What follows belongs to an exercise in optimizing a design on an open flow for a short achievable clock period and few clock cycles; a production flow would make more cautious choices. In this exercise RTL edits were held to simulation tests only and were not proved equivalent to the original. No activity file was given, so power comes from the tool's default toggle rates.

`flow/design.v`:
```
package cpu_pkg;
  typedef enum logic [3:0] {
    op_addi = 4'h0,
    op_jr   = 4'h3,
    op_in   = 4'h6,
    op_out  = 4'h7,
    op_intr = 4'h8,
    op_iret = 4'h9,
    op_halt = 4'ha
  } opcode_e;
  typedef struct packed {
    logic [11:0] imm;
    logic [3:0]  rs2;
    logic [3:0]  rs1;
    logic [3:0]  rd;
    logic [3:0]  opt;     
    opcode_e     opcode;
  } instr_t;
  typedef enum logic [1:0] {
    st_fetch,
    st_exec,
    st_halted             
  } cpu_state_e;
  typedef enum logic [1:0] {
    intr_ack    = 2'd0,
    intr_enable = 2'd1,
    intr_vector = 2'd2
  } intr_reg_e;
  typedef struct packed {
    logic       valid;    
    logic [7:0] data;
  } rx_byte_t;
  typedef struct packed {
    logic             valid;  
    logic [32-1:0] data;
  } out_t;
  typedef struct packed {
    logic              we;
    logic [6-1:0] addr;
    instr_t            data;
  } rom_wr_t;
endpackage
`timescale 1ns/1ns
module uart_rx (
  input  logic              clk,
  input  logic              rst,
  input  logic              line,
  output cpu_pkg::rx_byte_t rx
);
  localparam int unsigned CW = $clog2(16);
  typedef enum logic [1:0] {
    rx_idle,
    rx_start,
    rx_data,
    rx_stop
  } rx_state_e;
  rx_state_e   state;
  logic        line_m;           
  logic        line_s;           
  logic [CW-1:0] cnt;            
  logic [2:0]  bit_idx;
  logic [7:0]  shreg;
  always_ff @(posedge clk) begin
    if (rst) begin
      line_m <= 1'b1;
      line_s <= 1'b1;
    end else begin
      line_m <= line;
      line_s <= line_m;
    end
  end
  always_ff @(posedge clk) begin
    if (rst) begin
      state    <= rx_idle;
      cnt      <= '0;
      bit_idx  <= '0;
      rx.valid <= 1'b0;
    end else begin
      rx.valid <= 1'b0;
      cnt      <= cnt + 1'b1;
      case (state)
        rx_idle: begin
          cnt <= '0;
          if (!line_s) state <= rx_start;           
        end
        rx_start: begin
          if (cnt == CW'(16 / 2 - 1)) begin  
            cnt     <= '0;
            bit_idx <= '0;
            state   <= line_s ? rx_idle : rx_data;
          end
        end
        rx_data: begin
          if (cnt == CW'(16 - 1)) begin      
            cnt   <= '0;
            shreg <= {line_s, shreg[7:1]};          
            bit_idx <= bit_idx + 1'b1;
            if (bit_idx == 3'd7) state <= rx_stop;
          end
        end
        rx_stop: begin
          if (cnt == CW'(16 - 1)) begin
            state <= rx_idle;
            if (line_s) begin                       
              rx.valid <= 1'b1;
              rx.data  <= shreg;
            end
          end
        end
        default: state <= rx_idle;
      endcase
    end
  end
endmodule
`timescale 1ns/1ns
module reg_file (
  input  logic             clk,
  input  logic             rst,
  input  logic [3:0]       rs1_addr,
  input  logic [3:0]       rs2_addr,
  output logic [32-1:0] rs1_data,
  output logic [32-1:0] rs2_data,
  input  logic             we,
  input  logic [3:0]       rd_addr,
  input  logic [32-1:0] rd_data
);
  logic [32-1:0] regs [0:16-1];
  always_ff @(posedge clk) begin
    if (rst) begin
      for (int i = 0; i < 16; i++) regs[i] <= '0;   
    end else if (we && rd_addr != 4'd0) begin
      regs[rd_addr] <= rd_data;
    end
  end
  assign rs1_data = (rs1_addr == 4'd0) ? '0 : regs[rs1_addr];  
  assign rs2_data = (rs2_addr == 4'd0) ? '0 : regs[rs2_addr];
endmodule
`timescale 1ns/1ns
module intr_ctrl (
  input  logic               clk,
  input  logic               rst,
  input  logic               rx_strobe,
  input  logic               wr_en,
  input  cpu_pkg::intr_reg_e wr_reg,
  input  logic [32-1:0]   wr_value,
  input  logic               iret,
  input  logic [6-1:0] cur_pc,
  input  logic               trap_ack,
  output logic               take_trap,
  output logic [6-1:0] vector,
  output logic [6-1:0] epc
);
  logic irr;               
  logic enable;
  logic in_handler;
  logic ack_clear;
  assign ack_clear = wr_en && (wr_reg == cpu_pkg::intr_ack) && (wr_value == 32'(1));
  always_ff @(posedge clk) begin
    if (rst) begin
      irr <= 1'b0;
    end else if (rx_strobe) begin
      irr <= 1'b1;           
    end else if (ack_clear) begin
      irr <= 1'b0;
    end
  end
  always_ff @(posedge clk) begin
    if (rst) begin
      enable <= 1'b0;
      vector <= '0;
    end else if (wr_en) begin
      case (wr_reg)
        cpu_pkg::intr_enable: enable <= wr_value[0];
        cpu_pkg::intr_vector: vector <= wr_value[6-1:0];
        default: ;           
      endcase
    end
  end
  always_ff @(posedge clk) begin
    if (rst) begin
      in_handler <= 1'b0;
    end else if (trap_ack) begin
      in_handler <= 1'b1;
    end else if (iret) begin
      in_handler <= 1'b0;
    end
  end
  always_ff @(posedge clk) begin
    if (trap_ack) epc <= cur_pc;   
  end
  assign take_trap = irr && enable && !in_handler;
endmodule
`timescale 1ns/1ns
module prog_rom (
  input  logic               clk,
  input  cpu_pkg::rom_wr_t   load,
  input  logic [6-1:0] addr,
  output cpu_pkg::instr_t    instr
);
  logic [31:0] mem [0:64-1];
  always_ff @(posedge clk) begin
    if (load.we) mem[load.addr] <= load.data;   
  end
  always_ff @(posedge clk) begin
    instr <= mem[addr];                         
  end
endmodule
`timescale 1ns/1ns
module cpu (
  input  logic               clk,
  input  logic               rst,
  output logic [6-1:0] rom_addr,
  input  cpu_pkg::instr_t    instr,
  input  cpu_pkg::rx_byte_t  rx,
  output cpu_pkg::out_t      out,
  output logic               halted
);
  cpu_pkg::cpu_state_e state;
  logic [6-1:0]  pc;
  logic [7:0]          last_byte;    
  logic [32-1:0]    rs1_data;
  logic [32-1:0]    rs2_data;
  logic [32-1:0]    imm_ext;
  logic [32-1:0]    io_data;
  logic                rd_we;
  logic [32-1:0]    rd_data;
  logic                exec;
  logic                take_trap;
  logic                trap_ack;
  logic [6-1:0]  vector;
  logic [6-1:0]  epc;
  logic                intr_wr;
  cpu_pkg::intr_reg_e  intr_reg;
  logic                iret;
  assign exec     = (state == cpu_pkg::st_exec);
  assign halted   = (state == cpu_pkg::st_halted);
  assign trap_ack = (state == cpu_pkg::st_fetch) && take_trap;
  assign rom_addr = trap_ack ? vector : pc;
  assign imm_ext = {{(32 - 12){instr.imm[11]}}, instr.imm};   
  assign io_data = (rs1_data == 32'(1)) ? {{(32 - 8){1'b0}}, last_byte} : '0;
  always_comb begin
    rd_we    = 1'b0;
    rd_data  = rs1_data + imm_ext;
    intr_wr  = 1'b0;
    intr_reg = cpu_pkg::intr_reg_e'(rs1_data[1:0]);
    iret     = 1'b0;
    if (exec) begin
      case (instr.opcode)
        cpu_pkg::op_addi: rd_we = 1'b1;
        cpu_pkg::op_in: begin
          rd_we   = 1'b1;
          rd_data = io_data;
        end
        cpu_pkg::op_intr: intr_wr = (rs1_data < 32'(3));   
        cpu_pkg::op_iret: iret = 1'b1;
        default: ;
      endcase
    end
  end
  always_ff @(posedge clk) begin
    if (rst) begin
      state <= cpu_pkg::st_fetch;
      pc    <= 6'(0);
    end else begin
      case (state)
        cpu_pkg::st_fetch: begin
          pc    <= rom_addr;         
          state <= cpu_pkg::st_exec;
        end
        cpu_pkg::st_exec: begin
          state <= cpu_pkg::st_fetch;
          case (instr.opcode)
            cpu_pkg::op_jr:   pc <= rs1_data[6-1:0];
            cpu_pkg::op_iret: pc <= epc;
            cpu_pkg::op_halt: state <= cpu_pkg::st_halted;
            default:          pc <= pc + 1'b1;
          endcase
        end
        default: state <= cpu_pkg::st_halted;   
      endcase
    end
  end
  always_ff @(posedge clk) begin
    if (rst) begin
      out.valid <= 1'b0;
    end else begin
      out.valid <= exec && (instr.opcode == cpu_pkg::op_out);
      if (exec && instr.opcode == cpu_pkg::op_out) out.data <= rs2_data;
    end
  end
  always_ff @(posedge clk) begin
    if (rst) begin
      last_byte <= '0;
    end else if (rx.valid) begin
      last_byte <= rx.data;      
    end
  end
  reg_file i_reg_file (
    .clk      (clk),
    .rst      (rst),
    .rs1_addr (instr.rs1),
    .rs2_addr (instr.rs2),
    .rs1_data (rs1_data),
    .rs2_data (rs2_data),
    .we       (rd_we),
    .rd_addr  (instr.rd),
    .rd_data  (rd_data)
  );
  intr_ctrl i_intr_ctrl (
    .clk       (clk),
    .rst       (rst),
    .rx_strobe (rx.valid),
    .wr_en     (intr_wr),
    .wr_reg    (intr_reg),
    .wr_value  (rs2_data),
    .iret      (iret),
    .cur_pc    (pc),
    .trap_ack  (trap_ack),
    .take_trap (take_trap),
    .vector    (vector),
    .epc       (epc)
  );
endmodule
`timescale 1ns/1ns
module mother_board (
  input  logic               clk,
  input  logic               rst,
  input  logic               uart_rx,        
  input  logic               rom_we,         
  input  logic [6-1:0] rom_waddr,
  input  logic [31:0]        rom_wdata,
  output logic               out_valid,
  output logic [32-1:0]   out_data,
  output logic               halted
);
  logic [6-1:0] rom_addr;
  cpu_pkg::instr_t    instr;
  cpu_pkg::rx_byte_t  rx;
  cpu_pkg::rom_wr_t   rom_load;
  cpu_pkg::out_t      out;
  assign rom_load.we   = rom_we;
  assign rom_load.addr = rom_waddr;
  assign rom_load.data = rom_wdata;
  assign out_valid     = out.valid;
  assign out_data      = out.data;
  prog_rom i_prog_rom (
    .clk   (clk),
    .load  (rom_load),
    .addr  (rom_addr),
    .instr (instr)
  );
  cpu i_cpu (
    .clk      (clk),
    .rst      (rst),
    .rom_addr (rom_addr),
    .instr    (instr),
    .rx       (rx),
    .out      (out),
    .halted   (halted)
  );
  uart_rx i_uart_rx (
    .clk  (clk),
    .rst  (rst),
    .line (uart_rx),
    .rx   (rx)
  );
endmodule
```
`flow/constraint.sdc`:
```
create_clock -name core_clock -period 8.0 [get_ports {clk}]
set_input_delay 1.6000 -clock core_clock [delete_from_list [all_inputs] [get_ports {clk}]]
set_output_delay 1.6000 -clock core_clock [all_outputs]
set_load 0.01 [all_outputs]
```
`flow/config.mk`:
```
export PLATFORM = sky130hd
export DESIGN_NAME = mother_board
export DESIGN_NICKNAME = mother_board
export VERILOG_FILES = /design/flow/design.v
export SDC_FILE = /design/flow/constraint.sdc
export NUM_CORES = 4
export LEC_CHECK = 0
export CAP_MARGIN = 20
export CORE_MARGIN = 2
export CORE_UTILIZATION = 40
export SLEW_MARGIN = 20
```
`flow/run.sh`:
```
#!/bin/bash
# synth_recipe.tcl (not shown) runs the flow's synth.tcl, then flattens the netlist and writes it again
# the make line also repeats each setting of config.mk as NAME=value (left out here)
make -C /OpenROAD-flow-scripts/flow DESIGN_CONFIG=/design/flow/config.mk WORK_HOME=/design/flow/orfs CLKGATE_MAP_FILE= SYNTH_SCRIPT=/design/flow/synth_recipe.tcl finish
```
==> notes.md <==
## worst paths after layout
| kind | endpoint | slack (ns) | cells after the start |
|---|---|---|---|
| max reg2reg | i_cpu.i_reg_file.regs[2][16] | 1.42 | 18 |
| max | i_cpu.i_reg_file.regs[2][16] | 1.42 | 18 |
| min | i_uart_rx.line_s | 0.42 | 1 |
| min reg2reg | i_uart_rx.line_s | 0.42 | 1 |
## sequential cells by signal, summed over array words and instances (netlist names), 2 cells and up, named ones only
| register | count |
|---|---|
| i_prog_rom.instr | 28 |
| i_cpu.last_byte | 8 |
| i_cpu.state | 2 |
| i_uart_rx.rx | 9 |
| i_cpu.out | 33 |
| i_prog_rom.mem | 1792 |
| i_uart_rx.bit_idx | 3 |
| i_uart_rx.shreg | 8 |
| i_cpu.i_intr_ctrl.vector | 6 |
| i_uart_rx.cnt | 4 |
| i_cpu.i_intr_ctrl.epc | 6 |
| i_cpu.i_reg_file.regs | 512 |
| i_cpu.pc | 6 |
## cells by family (layout without fill, tap and decap cells)
family / count (synthesis) / in the layout / share of synthesized area
and+or+nand+nor: 3413 / 3413 / 0.142
DFF: 2424 / 2424 / 0.698
AOI/OAI and AO/OA: 845 / 845 / 0.0611
buffers and inverters: 593 / 756 / 0.0235
muxes: 350 / 350 / 0.0680
xor gates and xnor gates: 40 / 40 / 0.00346
adders and majority gates: 36 / 36 / 0.00433
other: 1 / 42 / 0.0000363
## power groups by stage
stage / Combinational (mW) / Sequential [mW] / Clock, mW
3_3_place_gp: 13.3 / 15.1 / 0
5_1_grt: 14.6 / 14.8 / 11.8
4_1_cts: 13.5 / 14.8 / 11.3
3_5_place_dp: 13.5 / 15.1 / 0
2_1_floorplan: 9.54 / 14.6 / 0
6_report: 13.7 / 14.8 / 11.1
## cell type report
| class | count | area [um2] |
|---|---|---|
| Fill cell | 22600 | 140000 |
| Sequential cell | 2424 | 72200 |
| Multi-Input combinational cell | 4716 | 29600 |
| Clock buffer | 310 | 6340 |
| Tap cell | 3384 | 4230 |
| Timing Repair Buffer | 285 | 2640 |
| Clock inverter | 144 | 1410 |
| Inverter | 17 | 63.8 |
| Antenna cell | 10 | 25.0 |
## critical path, cell delays in order, from the launching register on
cell and delay (ns):
sky130_fd_sc_hd__dfxtp_4 0.74, sky130_fd_sc_hd__nor2b_1 0.75, sky130_fd_sc_hd__a221oi_1 0.30, sky130_fd_sc_hd__a32oi_1 0.23, sky130_fd_sc_hd__o21a_1 0.24, sky130_fd_sc_hd__nor2_1 0.11
sky130_fd_sc_hd__ha_1 0.27, sky130_fd_sc_hd__fa_1 0.46, sky130_fd_sc_hd__a211o_1 0.30, sky130_fd_sc_hd__a211oi_1 0.30, sky130_fd_sc_hd__nor2_1 0.16, sky130_fd_sc_hd__o311ai_1 0.25
sky130_fd_sc_hd__a22oi_1 0.19, sky130_fd_sc_hd__a31oi_1 0.46, sky130_fd_sc_hd__o21bai_1 0.17, sky130_fd_sc_hd__a21o_1 0.21, sky130_fd_sc_hd__maj3_1 0.39, sky130_fd_sc_hd__xnor2_2 0.58
sky130_fd_sc_hd__nor2_1 0.12
## per-layer routing
layer,up-vias,wire [um],global-route usage
met4,14,9580,0.0728
met2,2882,142000,0.358
met1,33500,119000,0.299
met3,519,24700,0.0354
li1,28800,-,-
met5,-,91,0
## cells in the mapped netlist (11+ instances only)
cell type,count,share of area
sky130_fd_sc_hd__nand2_1,1893,0.069
sky130_fd_sc_hd__edfxtp_1,2358,0.69
sky130_fd_sc_hd__nor3_1,83,0.0040
sky130_fd_sc_hd__nor4_1,11,0.00067
sky130_fd_sc_hd__a211oi_1,106,0.0077
sky130_fd_sc_hd__o21ai_0,27,0.0013
sky130_fd_sc_hd__mux2_2,14,0.0015
sky130_fd_sc_hd__nand2b_1,28,0.0017
sky130_fd_sc_hd__a21oi_1,162,0.0078
sky130_fd_sc_hd__nand4_1,15,0.00091
sky130_fd_sc_hd__mux4_2,274,0.060
sky130_fd_sc_hd__a311oi_1,339,0.029
sky130_fd_sc_hd__and3_1,285,0.017
sky130_fd_sc_hd__buf_1,52,0.0019
sky130_fd_sc_hd__xor2_1,17,0.0014
sky130_fd_sc_hd__buf_2,31,0.0015
sky130_fd_sc_hd__a31oi_1,122,0.0074
sky130_fd_sc_hd__mux2i_1,57,0.0055
sky130_fd_sc_hd__inv_1,16,0.00058
sky130_fd_sc_hd__nor2_2,30,0.0018
sky130_fd_sc_hd__clkbuf_1,471,0.017
sky130_fd_sc_hd__dfxtp_1,66,0.013
sky130_fd_sc_hd__xnor2_1,22,0.0019
sky130_fd_sc_hd__nor2b_1,69,0.0042
sky130_fd_sc_hd__a221oi_1,11,0.00093
sky130_fd_sc_hd__nor2_1,588,0.021
sky130_fd_sc_hd__ha_1,31,0.0038
sky130_fd_sc_hd__nand3_1,372,0.018
sky130_fd_sc_hd__buf_6,16,0.0017
## per-stage QoR
stage | area, um2 | utilization | setup WS [ns] | cells
2_1_floorplan | 103000 | - | 2.21 | 7733
3_3_place_gp | 108000 | 0.422 | 1.49 | 10800
3_5_place_dp | 109000 | 0.423 | 1.45 | 10800
4_1_cts | 116000 | 0.453 | 1.52 | 11300
5_1_grt | 116000 | 0.453 | 1.06 | 11300
6_report | 116000 | 0.453 | 1.42 | 11300
==> summary.md <==
| Metric | Value |
|---|---|
| Final count of negative-setup-slack endpoints | `0` |
| Worst-case clock skew | `0.132 ns` |
| MaxCap Viol Count | `0` |
| Combinational share of power | `0.345` |
| Final-report hold violation count | `0` |
| Final Cycle Share | `0.822` |
| Top-Level Pins | `76` |
| RSZ-0062 raised after global routing | `false` |
| Number of rows created at floorplan | `186` |
| Count of warnings emitted by yosys | `5` |
| HPWL after detailed placement | `160000 um` |
| Core region area | `257000 um2` |
| Post-Synthesis Cells | `7702` |
| Sequential cell fraction of total power | `0.374` |
| Predominant post-synthesis flop cell | `sky130_fd_sc_hd__edfxtp_1` |
| Register bit count reported by yosys | `2424` |
| Start-to-end type of the worst setup path | `reg2reg` |
| Synth Cell Area | `103000 um2` |
| Pins over their slew limit | `0` |
| Die footprint | `262000 um2` |
| Routability congestion estimate from global placement | `0.859` |
| Via count of the first global-routing pass | `63600` |
| Proportion of layout cells with a drive suffix above 1 | `0.131` |
| Post-DR wirelength/cell | `26.1 um` |
| Clock Latency Late Sink | `0.92 ns` |
| Status | `finished clean` |
| Final Total Pwr | `39.6 mW` |
| CTS clk-pin slew, worst paths | `0.06 ns` |
| Pin count of the biggest net entering global routing | `152` |
| Crit-path max FO | `38` |
| Port Buffer Count | `71` |
| Worst R2R Start | `i_prog_rom.instr[13]` |
| Switching part of the total | `0.369` |
| TritonCTS Buffers | `239` |
| Count of nets after finishing | `7757` |
| Part of the power in the clock network | `0.281` |
| Shortest clock period the worst path allows after layout | `6.58 ns` |
| Leakage Power | `39.7 nW` |
| Number of vias after detailed routing | `65700` |
| Slew margin rel. | `0.249` |
| Net switching power of the design | `14.6 mW` |
| Maximum count of clock buffers along a single path | `3` |
| Total length of routed wires | `295000 um` |
| Startpoint of the tightest hold check path | `i_uart_rx.line_m` |
| Die extent in y | `512 um` |
| Remaining global-route overflow | `0` |
| Root buf cell | `sky130_fd_sc_hd__clkbuf_16` |
| Type of element capturing the critical path | `flip-flop` |
| Hold WC Path Type | `reg2reg` |
| Total power density per cell area | `340 nW/um2` |
| Arrival time reported for the critical path endpoint | `7.12 ns` |
| Synth cell types | `85` |
| Setup repair bufs after CTS | `0` |
| Layout overhead on the synthesized area | `12.7%` |
| Die width | `512 um` |
| Maximum VDD drop | `277 uV` |
| Final-layout setup total negative slack | `0 ns` |
| Initial antenna violation count | `18` |
| Number of design rule violations left after detail routing | `0` |
| Number of sinks on the clock net | `2424` |
| Initial drt markers | `7554` |
| Crit path launch | `i_prog_rom.instr[13]` |
| Number of antenna-violating nets in the routed design | `0` |
| Max Clk Rate | `0.152 GHz` |
| Global-route usage over all layers | `0.220` |
| Most common library cell in the layout ignoring fill and taps | `sky130_fd_sc_hd__edfxtp_1` |
| Internal power | `25.0 mW` |
| # H-tree levels | `4` |
| TritonCTS clock tree | `done` |
| Async set-reset flop share out of synthesis | `0` |
| Cts repair resizes | `0` |
| Worst Tran Pin Value | `1.12 ns` |
| 1st-pass router iterations | `6` |
| Required @ worst endpoint | `8.54 ns` |
| Via density per instance | `5.82` |
| Commonest non-fill, non-tap cells in the layout | `sky130_fd_sc_hd__edfxtp_1 (2358), sky130_fd_sc_hd__nand2_1 (1889), sky130_fd_sc_hd__nor2_1 (528), sky130_fd_sc_hd__nand3_1 (368), sky130_fd_sc_hd__a311oi_1 (339)` |
| Count of flip-flops with a built-in enable after synthesis | `2358` |
| Global-route wire length before repair | `429000 um` |
| Initial core utilization | `0.402` |
| Synthesized area per cell | `13.4 um2` |
| Register area share after synthesis | `0.698` |
| Hold-fix buffers at CTS | `0` |
| Hold_ws | `0.420 ns` |
| Category of the worst setup path launch point | `flip-flop` |
Testbench counts, summed over its fixed seeds: cycles 196,812.

re-timing with driven ports:
Ports are ideal in the flow. The routed layout listed here was re-timed in OpenROAD.
Step 1 sets driving cells, clkbuf_16 on the clock port and buf_2 on the other inputs (assumed; they add their load-dependent delay and slew).
Step 2 times the ports against the registers' clock, not the clock port: input delays grow and output delays shrink by t, the midpoint of the rising clock arrivals with the driver on.
Slacks: ideal / step 1 / step 2; pairs: ideal / step 1.
t (ns): 0.940
slack for setup (ns): 1.421 / 1.421 / 1.421
worst setup path after step 2: register to register
worst slew at a driven data input, ns: 0.11
After both steps this run still meets setup and hold. For this run, drivers alone change the setup slack by 0.000 ns; drivers and shift together by 0.000 ns.
